This design comes from an exercise in tuning for small area on the open sky130 flow, not from production work.
The RTL was checked by simulation tests, not by an equivalence proof against the original design.
Power and IR drop assume default switching activity.

==> flow/design.v <==
package gsim_sched_pkg;
  localparam int VEC_LEN        = 16;
  localparam int IDX_W          = $clog2(VEC_LEN);
  localparam int FRAC_W         = 16;
  localparam int WORD_W         = 32;
  localparam int N_ITER_DEFAULT = 64;
  typedef enum logic [2:0] {
    S_IDLE,
    S_LOAD,
    S_ITER,
    S_DRAIN,
    S_OUT
  } state_t;
endpackage
import gsim_sched_pkg::*;
module gsim_sched #(
  parameter int N_ITER = N_ITER_DEFAULT
) (
  input  logic                clk,
  input  logic                reset,
  input  logic                in_en,
  input  logic [15:0]         b_in,
  output logic [WORD_W-1:0]   cu_b,
  output logic [WORD_W-1:0]   cu_x0,
  output logic [WORD_W-1:0]   cu_x1,
  output logic [WORD_W-1:0]   cu_x2,
  output logic [WORD_W-1:0]   cu_x3,
  output logic [WORD_W-1:0]   cu_x4,
  output logic [WORD_W-1:0]   cu_x5,
  input  logic [WORD_W-1:0]   cu_x_new,
  output logic                out_valid,
  output logic [WORD_W-1:0]   x_out
);
  localparam int                 SWEEP_W    = (N_ITER > 1) ? $clog2(N_ITER) : 1;
  localparam logic [SWEEP_W-1:0] LAST_SWEEP = SWEEP_W'(N_ITER - 1);
  localparam logic [IDX_W-1:0]   LAST_IDX   = IDX_W'(VEC_LEN - 1);
  localparam int                 X_LEN      = VEC_LEN - 2;
  logic               iter;      
  logic               wb_valid;  
  logic [IDX_W-1:0]   cnt;       
  logic [SWEEP_W-1:0] sweep;
  logic [15:0]        bs [VEC_LEN];
  logic [WORD_W-1:0]  xs [X_LEN];
  logic idle, drain, last_cnt, last_issue, b_shift, x_ext, b_en;
  assign drain      = wb_valid & ~iter;
  assign idle       = ~iter & ~wb_valid & ~out_valid;
  assign last_cnt   = (cnt == LAST_IDX);
  assign last_issue = iter & last_cnt & (sweep == LAST_SWEEP);
  assign b_shift    = iter | (idle & in_en);
  assign x_ext      = last_issue | drain | out_valid;  
  assign b_en       = b_shift | x_ext;
  always_ff @(posedge clk) begin
    if (reset) begin
      iter      <= 1'b0;
      wb_valid  <= 1'b0;
      out_valid <= 1'b0;
      cnt       <= '0;
      sweep     <= '0;
    end else begin
      wb_valid <= iter;
      if (b_shift | out_valid) cnt <= cnt + 1'b1;
      if (idle & in_en & last_cnt) iter <= 1'b1;
      if (iter & last_cnt) sweep <= sweep + 1'b1;
      if (last_issue) iter <= 1'b0;
      if (drain) out_valid <= 1'b1;
      if (out_valid & last_cnt) out_valid <= 1'b0;
    end
  end
  always_ff @(posedge clk) begin
    if (b_en) begin
      bs[0] <= iter ? bs[VEC_LEN-1] : ~b_in;
      for (int i = 1; i < VEC_LEN; i++) bs[i] <= bs[i-1];
      if (x_ext) begin
        bs[12] <= xs[X_LEN-1][15:0];
        bs[14] <= xs[X_LEN-1][31:16];
      end
    end
  end
  logic [WORD_W-1:0] x_new_n;
  assign x_new_n = ~(cu_x_new & {WORD_W{wb_valid}});
  always_ff @(posedge clk) begin
    xs[0] <= x_new_n;
    for (int i = 1; i < X_LEN; i++) xs[i] <= xs[i-1];
  end
  logic off_b, off_0, off_1, off_2, off_3, off_4, off_5, off_o;
  assign off_b = ~iter;
  assign off_0 = ~(iter & (cnt != '0));
  assign off_1 = ~(iter & (cnt <= IDX_W'(VEC_LEN - 2)));
  assign off_2 = ~(iter & (cnt >= IDX_W'(2)));
  assign off_3 = ~(iter & (cnt <= IDX_W'(VEC_LEN - 3)));
  assign off_4 = ~(iter & (cnt >= IDX_W'(3)));
  assign off_5 = ~(iter & (cnt <= IDX_W'(VEC_LEN - 4)));
  assign off_o = ~out_valid;
  assign cu_b  = {~(bs[VEC_LEN-1] | {16{off_b}}), {FRAC_W{1'b0}}};
  assign cu_x0 = ~(x_new_n | {WORD_W{off_0}});
  assign cu_x1 = ~(xs[13]  | {WORD_W{off_1}});
  assign cu_x2 = ~(xs[0]   | {WORD_W{off_2}});
  assign cu_x3 = ~(xs[12]  | {WORD_W{off_3}});
  assign cu_x4 = ~(xs[1]   | {WORD_W{off_4}});
  assign cu_x5 = ~(xs[11]  | {WORD_W{off_5}});
  assign x_out = ~({bs[15], bs[13]} | {WORD_W{off_o}});
endmodule
export LEC_CHECK = 0
export ABC_AREA = 1
export CAP_MARGIN = 0
export CORE_MARGIN = 2
export CORE_UTILIZATION = 40
export SLEW_MARGIN = 0
export BUFFER_PORTS_ARGS = -buffer_cell sky130_fd_sc_hd__buf_1
export CTS_ARGS = -sink_clustering_enable -repair_clock_nets -dont_use_dummy_load -buf_list {sky130_fd_sc_hd__clkbuf_8} -sink_clustering_size 20 -sink_clustering_max_diameter 60
create_clock -name core_clock -period 7.0 [get_ports {clk}]
standard.sh (not shown) runs the stock make flow with config.mk's settings and CLKGATE_MAP_FILE= SYNTH_SCRIPT=/design/flow/synth_recipe.tcl, a recipe that flattens the netlist after the stock synthesis.
==> flow/flow/run.sh <==
#!/bin/bash
# Standard ORFS flow (the standard.sh) with the settings in flow/extra.mk
# appended to the standard flow's config.mk: smaller port buffers and a leaner clock tree.
set -e
cat flow/extra.mk >> config.mk
bash standard.sh > standard.log 2>&1
==> flow/flow/extra.mk <==
export BUFFER_PORTS_ARGS = -buffer_cell sky130_fd_sc_hd__buf_1
export CTS_ARGS = -sink_clustering_enable -repair_clock_nets -dont_use_dummy_load -buf_list {sky130_fd_sc_hd__clkbuf_8} -sink_clustering_size 20 -sink_clustering_max_diameter 60
Change:
--- a/flow/design.v
+++ b/flow/design.v
@@ -67,9 +67,9 @@
     end
   end
   always_ff @(posedge clk) begin
     if (b_en) begin
-      bs[0] <= iter ? bs[VEC_LEN-1] : ~b_in;
+      bs[0] <= iter ? bs[VEC_LEN-1] : b_in;
       for (int i = 1; i < VEC_LEN; i++) bs[i] <= bs[i-1];
       if (x_ext) begin
         bs[12] <= xs[X_LEN-1][15:0];
         bs[14] <= xs[X_LEN-1][31:16];
@@ -90,9 +90,9 @@
   assign off_3 = ~(iter & (cnt <= IDX_W'(VEC_LEN - 3)));
   assign off_4 = ~(iter & (cnt >= IDX_W'(3)));
   assign off_5 = ~(iter & (cnt <= IDX_W'(VEC_LEN - 4)));
   assign off_o = ~out_valid;
-  assign cu_b  = {~(bs[VEC_LEN-1] | {16{off_b}}), {FRAC_W{1'b0}}};
+  assign cu_b  = {bs[VEC_LEN-1] & {16{~off_b}}, {FRAC_W{1'b0}}};
   assign cu_x0 = ~(x_new_n | {WORD_W{off_0}});
   assign cu_x1 = ~(xs[13]  | {WORD_W{off_1}});
   assign cu_x2 = ~(xs[0]   | {WORD_W{off_2}});
   assign cu_x3 = ~(xs[12]  | {WORD_W{off_3}});
After rerunning: Utilization increases by 0.12 points. Wire length barely changes. Worst setup slack degrades by 0.71 ns. Cell area rose by 0.48%. Power is about the same. Synthesized area is about the same. Register-to-register slack gets worse by 1.6 ns. Clock power stays flat. Clock skew grows by 0.030 ns. Critical path depth rose by 2. Clock-buffer cell count is unchanged. Hold slack gets better by 0.019 ns.

==> separate check: timing with driven ports <==
No port has a modelled driver above. Below, the same layouts with a new extraction and two added sets of constraints.
Step 1 (the two cells are an assumption about what drives the block):
set clk [get_ports {clk}]
set_driving_cell -lib_cell sky130_fd_sc_hd__clkbuf_16 $clk
set_driving_cell -lib_cell sky130_fd_sc_hd__buf_2 [delete_from_list [all_inputs] $clk]
Step 2 adds t to the input delays and takes it off the output delays; t is the mean of the earliest and latest rising clock arrival at the registers after step 1. Input paths then give back, and output paths get back, about the clock's delay inside the block.
Three values: ideal, step 1, step 2; two values: the first two.
run | shift t [ns] | slack for setup (ns) | worst slew at a driven data input, ns
the first run | 0.647 | 2.751 / 2.702 / 3.349 | 0.09
the second run | 0.635 | 2.042 / 2.042 / 1.929 | 0.05
After both steps every run listed still meets setup and hold. The setup slack of the second run, which loses most, moves by 0.000 ns with the drivers and by -0.113 ns with both steps.
